This is an optimization exercise on Yosys and OpenROAD, whose aim is small area, not a production implementation. The RTL was checked by simulation tests, not by an equivalence proof against the original design. No activity file was given, so power comes from the tool's default toggle rates.

$ cat design/flow/run.sh
#!/bin/bash
# synth_recipe.tcl (not shown) runs the flow's synth.tcl, then flattens the netlist and writes it again
# the make line also repeats each setting of config.mk as NAME=value (left out here)
make -C /OpenROAD-flow-scripts/flow DESIGN_CONFIG=/design/flow/config.mk WORK_HOME=/design/flow/orfs CLKGATE_MAP_FILE= SYNTH_SCRIPT=/design/flow/synth_recipe.tcl finish
$ cat design/flow/config.mk
export PLATFORM = sky130hd
export DESIGN_NAME = aesPanelTop
export DESIGN_NICKNAME = aesPanelTop
export VERILOG_FILES = /design/flow/design.v
export SDC_FILE = /design/flow/constraint.sdc
export NUM_CORES = 8
export LEC_CHECK = 0
export CAP_MARGIN = 20
export CORE_MARGIN = 2
export CORE_UTILIZATION = 40
export PLACE_DENSITY = 0.6
export SLEW_MARGIN = 20
$ cat design/flow/constraint.sdc
create_clock -name core_clock -period 10.0 [get_ports {clk}]
set_input_delay 2.0000 -clock core_clock [delete_from_list [all_inputs] [get_ports {clk}]]
set_output_delay 2.0000 -clock core_clock [all_outputs]
set_load 0.01 [all_outputs]
$ cat design/flow/design.v
`timescale 1ns/1ps
package aesPkg;
	localparam int BLOCK_BYTES = 128 / 8;
	localparam int BLOCK_COLS = BLOCK_BYTES / 4;
	localparam logic [2047:0] SBOX_TABLE = {
		256'h637c777bf26b6fc53001672bfed7ab76_ca82c97dfa5947f0add4a2af9ca472c0,
		256'hb7fd9326363ff7cc34a5e5f171d83115_04c723c31896059a071280e2eb27b275,
		256'h09832c1a1b6e5aa0523bd6b329e32f84_53d100ed20fcb15b6acbbe394a4c58cf,
		256'hd0efaafb434d338545f9027f503c9fa8_51a3408f929d38f5bcb6da2110fff3d2,
		256'hcd0c13ec5f974417c4a77e3d645d1973_60814fdc222a908846eeb814de5e0bdb,
		256'he0323a0a4906245cc2d3ac629195e479_e7c8376d8dd54ea96c56f4ea657aae08,
		256'hba78252e1ca6b4c6e8dd741f4bbd8b8a_703eb5664803f60e613557b986c11d9e,
		256'he1f8981169d98e949b1e87e9ce5528df_8ca1890dbfe6426841992d0fb054bb16
	};
	function automatic logic [7:0] sbox(input logic [7:0] din);
		sbox = SBOX_TABLE[{~din, 3'b000} +: 8];
	endfunction
	function automatic logic [7:0] xtime(input logic [7:0] din);
		xtime = {din[6:0], 1'b0} ^ (din[7] ? 8'h1b : 8'h00);
	endfunction
endpackage
`timescale 1ns/1ps
module encryptCtrl (
	input  logic clk,
	input  logic rstN,
	input  logic set,
	input  logic roundsDone,
	output logic cipherValid,
	output logic load,
	output logic step
);
	localparam logic [1:0] IDLE = 2'd0;
	localparam logic [1:0] LOAD = 2'd1;
	localparam logic [1:0] RUN  = 2'd2;
	localparam logic [1:0] DONE = 2'd3;
	logic [1:0] state;
	logic [1:0] nextState;
	logic       setQ;
	always_ff @(posedge clk) begin
		if (!rstN) begin
			state <= IDLE;
			setQ  <= 1'b0;
		end else begin
			state <= nextState;
			setQ  <= set;
		end
	end
	always_comb begin
		nextState = state;
		case (state)
			RUN:     if (roundsDone) nextState = DONE;
			DONE:    if (set) nextState = IDLE;
			LOAD:    nextState = RUN;
			default: nextState = state;
		endcase
		if (setQ && !set) begin
			nextState = LOAD;
		end
	end
	assign load = (state == LOAD);
	assign step = (state == RUN) && !roundsDone;
	assign cipherValid = (state == DONE);
endmodule
`timescale 1ns/1ps
module roundCounter (
	input  logic       clk,
	input  logic       rstN,
	input  logic       load,
	input  logic       step,
	output logic       roundsDone,
	output logic [3:0] roundNum
);
	logic lastRound;
	assign lastRound = (roundNum == 4'(10));
	always_ff @(posedge clk) begin
		if (!rstN) begin
			roundNum   <= 4'd0;
			roundsDone <= 1'b0;
		end else begin
			roundsDone <= step && lastRound;
			if (load) begin
				roundNum <= 4'd1;
			end else if (step && !lastRound) begin
				roundNum <= roundNum + 4'd1;
			end
		end
	end
endmodule
`timescale 1ns/1ps
module keySchedule (
	input  logic         clk,
	input  logic         rstN,
	input  logic [127:0] cipherKey,
	input  logic         load,
	input  logic         step,
	input  logic [3:0]   roundNum,
	output logic [127:0] roundKey
);
	logic [127:0] keyReg;
	logic [127:0] nextKey;
	logic [31:0]  rotSub;
	logic [7:0]   rcon;
	always_comb begin
		case (roundNum)
			4'd1:    rcon = 8'h01;
			4'd2:    rcon = 8'h02;
			4'd3:    rcon = 8'h04;
			4'd4:    rcon = 8'h08;
			4'd5:    rcon = 8'h10;
			4'd6:    rcon = 8'h20;
			4'd7:    rcon = 8'h40;
			4'd8:    rcon = 8'h80;
			4'd9:    rcon = 8'h1b;
			4'd10:   rcon = 8'h36;
			default: rcon = 8'h00;
		endcase
	end
	always_comb begin
		rotSub = {aesPkg::sbox(keyReg[23:16]), aesPkg::sbox(keyReg[15:8]), aesPkg::sbox(keyReg[7:0]), aesPkg::sbox(keyReg[31:24])};
		nextKey[127:96] = keyReg[127:96] ^ rotSub ^ {rcon, 24'h000000};
		nextKey[95:64]  = keyReg[95:64] ^ nextKey[127:96];
		nextKey[63:32]  = keyReg[63:32] ^ nextKey[95:64];
		nextKey[31:0]   = keyReg[31:0] ^ nextKey[63:32];
	end
	assign roundKey = load ? cipherKey : nextKey;
	always_ff @(posedge clk) begin
		if (!rstN) begin
			keyReg <= 128'd0;
		end else if (load) begin
			keyReg <= cipherKey;
		end else if (step) begin
			keyReg <= nextKey;
		end
	end
endmodule
`timescale 1ns/1ps
module roundDatapath (
	input  logic         clk,
	input  logic         rstN,
	input  logic [127:0] plainBlock,
	output logic [127:0] cipherBlock,
	input  logic         load,
	input  logic         step,
	input  logic [3:0]   roundNum,
	input  logic [127:0] roundKey
);
	logic [127:0] stateReg;
	logic [127:0] subShift;
	logic [127:0] mixed;
	logic [127:0] roundOut;
	logic         finalRound;
	function automatic logic [31:0] mixColumn(input logic [31:0] col);
		logic [7:0] a0;
		logic [7:0] a1;
		logic [7:0] a2;
		logic [7:0] a3;
		a0 = col[31:24];
		a1 = col[23:16];
		a2 = col[15:8];
		a3 = col[7:0];
		mixColumn = {aesPkg::xtime(a0) ^ aesPkg::xtime(a1) ^ a1 ^ a2 ^ a3,
			a0 ^ aesPkg::xtime(a1) ^ aesPkg::xtime(a2) ^ a2 ^ a3,
			a0 ^ a1 ^ aesPkg::xtime(a2) ^ aesPkg::xtime(a3) ^ a3,
			aesPkg::xtime(a0) ^ a0 ^ a1 ^ a2 ^ aesPkg::xtime(a3)};
	endfunction
	always_comb begin
		for (int c = 0; c < aesPkg::BLOCK_COLS; c++) begin
			for (int r = 0; r < 4; r++) begin
				subShift[127 - 8 * (r + 4 * c) -: 8] = aesPkg::sbox(stateReg[127 - 8 * (r + 4 * ((c + r) % 4)) -: 8]);
			end
		end
	end
	always_comb begin
		for (int c = 0; c < aesPkg::BLOCK_COLS; c++) begin
			mixed[127 - 32 * c -: 32] = mixColumn(subShift[127 - 32 * c -: 32]);
		end
	end
	assign finalRound = (roundNum == 4'(10));
	assign roundOut = (finalRound ? subShift : mixed) ^ roundKey;
	always_ff @(posedge clk) begin
		if (!rstN) begin
			stateReg <= 128'd0;
		end else if (load) begin
			stateReg <= plainBlock ^ roundKey;
		end else if (step) begin
			stateReg <= roundOut;
		end
	end
	assign cipherBlock = stateReg;
endmodule
`timescale 1ns/1ps
module panelEntry (
	input  logic         clk,
	input  logic         rstN,
	input  logic         set,
	input  logic         buttonU,
	input  logic         buttonD,
	input  logic         buttonL,
	input  logic         buttonR,
	input  logic         cipherValid,
	input  logic [127:0] cipherBlock,
	output logic [127:0] plainBlock,
	output logic [3:0]   curPhase,
	output logic [7:0]   sevenNum
);
	logic [7:0] plainSel;
	logic [7:0] cipherSel;
	assign plainSel  = plainBlock[8 * curPhase +: 8];
	assign cipherSel = cipherBlock[8 * curPhase +: 8];
	always_ff @(posedge clk) begin
		if (!rstN) begin
			curPhase <= 4'd0;
		end else if (buttonR) begin
			curPhase <= curPhase + 4'd1;
		end else if (buttonL) begin
			curPhase <= curPhase - 4'd1;
		end
	end
	always_ff @(posedge clk) begin
		if (!rstN) begin
			plainBlock <= 128'd0;
		end else if (set) begin
			if (buttonU) begin
				if (plainSel != 8'(255)) begin
					plainBlock[8 * curPhase +: 8] <= plainSel + 8'd1;
				end
			end else if (buttonD) begin
				if (plainSel != 8'(0)) begin
					plainBlock[8 * curPhase +: 8] <= plainSel - 8'd1;
				end
			end
		end
	end
	always_ff @(posedge clk) begin
		if (!rstN) begin
			sevenNum <= 8'd0;
		end else if (set) begin
			sevenNum <= plainSel;
		end else if (cipherValid) begin
			sevenNum <= cipherSel;
		end else begin
			sevenNum <= 8'd0;
		end
	end
endmodule
`timescale 1ns/1ps
module aesPanelTop (
	input  logic         clk,
	input  logic         rstN,
	input  logic         set,
	input  logic         buttonU,
	input  logic         buttonD,
	input  logic         buttonL,
	input  logic         buttonR,
	input  logic [127:0] cipherKey,
	output logic [3:0]   curPhase,
	output logic [7:0]   sevenNum,
	output logic         cipherValid
);
	logic [127:0] plainBlock;
	logic [127:0] cipherBlock;
	logic         roundsDone;
	logic         load;
	logic         step;
	logic [3:0]   roundNum;
	logic [127:0] roundKey;
	encryptCtrl uCtrl (
		.clk(clk),
		.rstN(rstN),
		.set(set),
		.roundsDone(roundsDone),
		.cipherValid(cipherValid),
		.load(load),
		.step(step)
	);
	roundCounter uCounter (
		.clk(clk),
		.rstN(rstN),
		.load(load),
		.step(step),
		.roundsDone(roundsDone),
		.roundNum(roundNum)
	);
	keySchedule uKeys (
		.clk(clk),
		.rstN(rstN),
		.cipherKey(cipherKey),
		.load(load),
		.step(step),
		.roundNum(roundNum),
		.roundKey(roundKey)
	);
	roundDatapath uDatapath (
		.clk(clk),
		.rstN(rstN),
		.plainBlock(plainBlock),
		.cipherBlock(cipherBlock),
		.load(load),
		.step(step),
		.roundNum(roundNum),
		.roundKey(roundKey)
	);
	panelEntry uPanel (
		.clk(clk),
		.rstN(rstN),
		.set(set),
		.buttonU(buttonU),
		.buttonD(buttonD),
		.buttonL(buttonL),
		.buttonR(buttonR),
		.cipherValid(cipherValid),
		.cipherBlock(cipherBlock),
		.plainBlock(plainBlock),
		.curPhase(curPhase),
		.sevenNum(sevenNum)
	);
endmodule
==> notes.md <==
- Status: timing/DRC/antenna clean
- Clock power frac: 5.9%
- Vert. Die Dim: 501 um
- Post-synthesis net count: 14527
- Critical Path Start Type: flop
- YS warnings: 5
- Clk pin slew, worst setup/hold paths: 70 ps
- # resized after CTS: 0
- RSZ-0062 raised after global routing: false
- Drt drc: 0
- Via count: 121368
- Cell area after synthesis: 98900 sq um
- Vias/cell: 7.48
- DP Wirelength: 379000 um
- Internal power: 13800 uW
- Final Cycle Share: 62.8%
- Max Buffers Root-to-Sink: 3
- Final slew viol count: 0
- Initial DRC count: 26566
- Most common cell after layout, fill and taps aside: nor2_1
- WP data arrival: 6840 ps
- Gpl congestion: 1.07
- Min Clock Period, post-route: 6280 ps
- Async S/R FF share, synth: 0%
- Final Core Density: 41.3%
- Worst-Margin Slew: 1300 ps
- Reg power frac: 7.5%
- Hold Path Class: reg -> reg
- Antenna-violating nets left: 0
- Synth cell types: 120
- PortBufs: 147
- CTS buffer count: 50
- Most frequent cells in the layout: 1151 x nor2_1, 1026 x a21oi_1, 1002 x nand2_1, 972 x o21ai_0, 534 x nand2b_1
- Post-synth EDFFs: 0
- Synth area leader: dfxtp_1
- Top cell type's share of synthesized area: 8.18%
- Clock root buffer: clkbuf_16
- Clock Skew: 101 ps
- Layout cells sized above 1: 9.32%
- # setup viols final: 0
- Routed WL per cell: 33.1 um
- Sw Ratio: 58.7%
- Register area: 8300 sq um
- Core area: 246000 sq um
- Max-cap violations: 0
- IO Count: 148
- Nets@finish: 13394
- Global-route wire length before repair: 769000 um
- Worst VDD drop: 0.000358 V
- CP endpoint kind: flop
- Area occupied by multi-input gates: 82300 sq um
- Setup TNS: 0 ps
- P&R area growth vs syn: 2.85%
- #FFs+latches synth: 404
- Largest net degree at the start of global routing: 159
- Synth area leaders: dfxtp_1 8.2%, mux4_2 5.9%, a21oi_1 5.2%
- Synth Instances: 14075
- H-Tree Depth: 2
- Postcts setup bufs: 0
- Sequential share of the synthesized area: 8.18%
- Vias in the first global route: 106550
- Maximum clock rate: 0.159 GHz
- PD cells: 328 nW/um^2
- Filler cell count: 25903
- Avg Cell Area, Syn: 7.02 sq um
- NetSw: 19600 uW
- Total congestion overflow: 0
- Comb pwr share: 86.5%
- Max-slew headroom: 10.7%
- Crit-path max FO: 43
- DR pass1 iterations: 12
- Worst-Skew Late Latency: 720 ps
- Worst R2R Setup Slack: 3720 ps
- Antenna violations before repair: 39
- WP data required: 10560 ps
- CTS Hold Bufs: 0
- Die X: 501 um
- Initial core utilization: 40.2%
- Final hold violations: 0
- Kind of critical path: reg -> reg
- Clock sinks: 404
- GRT Util Overall: 40.1%
- Standard-cell row count: 182
- Leak pwr: 0.0347 uW
- DRT Wirelength: 537000 um
- Post-synth top flop: dfxtp_1
- Die footprint: 251000 sq um
- CTS tree: done
-- stage by stage --
stage                     cells  worst slack (ps)  power, uW  instance area [sq um]  hold slack, ps
after floorplan           14075              5330      20900                  98900             432
after global placement    16101              4010      29800                  99800             447
after detailed placement  16103              3980      29600                  99800             448
after CTS                 16197              3930      31700                 102000             457
after global routing      16208              3700      34200                 102000             478
final                     16224              3720      33300                 102000             457
-- kinds of logic (layout without fill, tap and decap cells) --
group,count (synthesis),count (layout),synth area share [%]
AOI/OAI and AO/OA,5241,5241,37.1
and+or+nand+nor,4958,4958,25.4
buffers and inverters,1970,879,8.73
muxes,599,599,9.48
xor gates and xnor gates,579,579,7.02
DFF,404,404,8.18
adders and majority gates,324,324,4.11
other,0,20,0
-- flip-flops by register name, summed over array words and instances, names as in the netlist --
signal	cells
uCounter.roundsDone	1
uCtrl.state	2
uCtrl.setQ	1
uCounter.roundNum	4
uPanel.curPhase	4
uKeys.keyReg	128
uDatapath.stateReg	128
uPanel.sevenNum	8
uPanel.plainBlock	128
-- power by group through the flow --
stage          clock [uW]  sequential [uW]  combinational [uW]
2_1_floorplan           0             1940               19000
3_3_place_gp            0             2500               27300
3_5_place_dp            0             2500               27100
4_1_cts              1970             2460               27300
5_1_grt              2020             2530               29600
6_report             1980             2510               28800
-- critical path, stage by stage, from the launching register on --
cell,delay [ps]
dfxtp_1,310
buf_4,440
clkinv_1,510
ha_1,710
nand2b_1,470
nand2_1,90
mux4_2,460
a221oi_1,590
a21oi_1,140
nor4b_1,480
buf_4,240
xnor2_1,210
xnor3_1,270
a21oi_1,850
o31a_1,250
nand3_1,80
-- layer usage --
metal  track usage, %  up-vias  wire length (um)
met5                0        -                99
met4             26.2       14             44000
met3             10.6     2096             74000
met2             57.4    10583            218000
met1             52.7    57235            201000
li1                 -    51440                 -
-- worst paths after layout --
check / cells after the start / to / start
max: 15 / uDatapath.stateReg[3]$_SDFFE_PN0P_ / uKeys.keyReg[24]$_SDFFE_PN0P_
min: 2 / uKeys.keyReg[87]$_SDFFE_PN0P_ / uKeys.keyReg[87]$_SDFFE_PN0P_
max reg2reg: 15 / uDatapath.stateReg[3]$_SDFFE_PN0P_ / uKeys.keyReg[24]$_SDFFE_PN0P_
min reg2reg: 2 / uKeys.keyReg[87]$_SDFFE_PN0P_ / uKeys.keyReg[87]$_SDFFE_PN0P_
-- Yosys cell counts (126+ instances only) --
cell type / count
and2_1: 158
a211oi_1: 367
nor2b_1: 408
a311oi_1: 189
a21oi_1: 1030
mux4_2: 261
o311ai_0: 211
xor2_1: 146
or3_1: 132
a31oi_1: 298
or2_2: 126
buf_2: 512
buf_1: 131
xnor2_1: 294
ha_1: 313
o31ai_1: 149
nor3_1: 468
mux2i_1: 262
inv_1: 225
nor2_1: 1155
nand3_1: 405
o21ai_0: 978
nand2b_1: 535
dfxtp_1: 404
clkbuf_1: 925
o211ai_1: 278
nand2_1: 1007
-- cell type report --
type                       instances  share of cell area [%]
antenna                           20                  0.0492
timing repair buffer             505                    4.15
clock inverter                    21                   0.202
inverter                         280                    1.04
multi-input combinational      11701                    80.9
tap                             3220                    3.96
sequential                       404                    8.16
clock buffer                      73                    1.49

## re-timing with driven ports
How much do the figures lean on ideal ports? The routed layout below was timed once more, with nothing changed but the port constraints.
Step 1 (the two cells are an assumption about what drives the block):
set clk [get_ports {clk}]
set_driving_cell -lib_cell sky130_fd_sc_hd__clkbuf_16 $clk
set_driving_cell -lib_cell sky130_fd_sc_hd__buf_2 [delete_from_list [all_inputs] $clk]
Step 2, shift: input delay + t, output delay - t, t = (earliest + latest rising clock arrival at the registers) / 2. This alone moves slack from input paths to output paths.
Three values: ideal, step 1, step 2; two values: the first two.
shift t [ns]: 0.760
setup WS [ns]: 3.719 / 3.719 / 3.719
hold slack, ns: 0.457 / 0.457 / 0.457
pins driven straight from the clock port: 1
After both steps setup and hold are still met in this run. For this run, drivers alone change the setup slack by 0.000 ns; drivers and shift together by 0.000 ns.
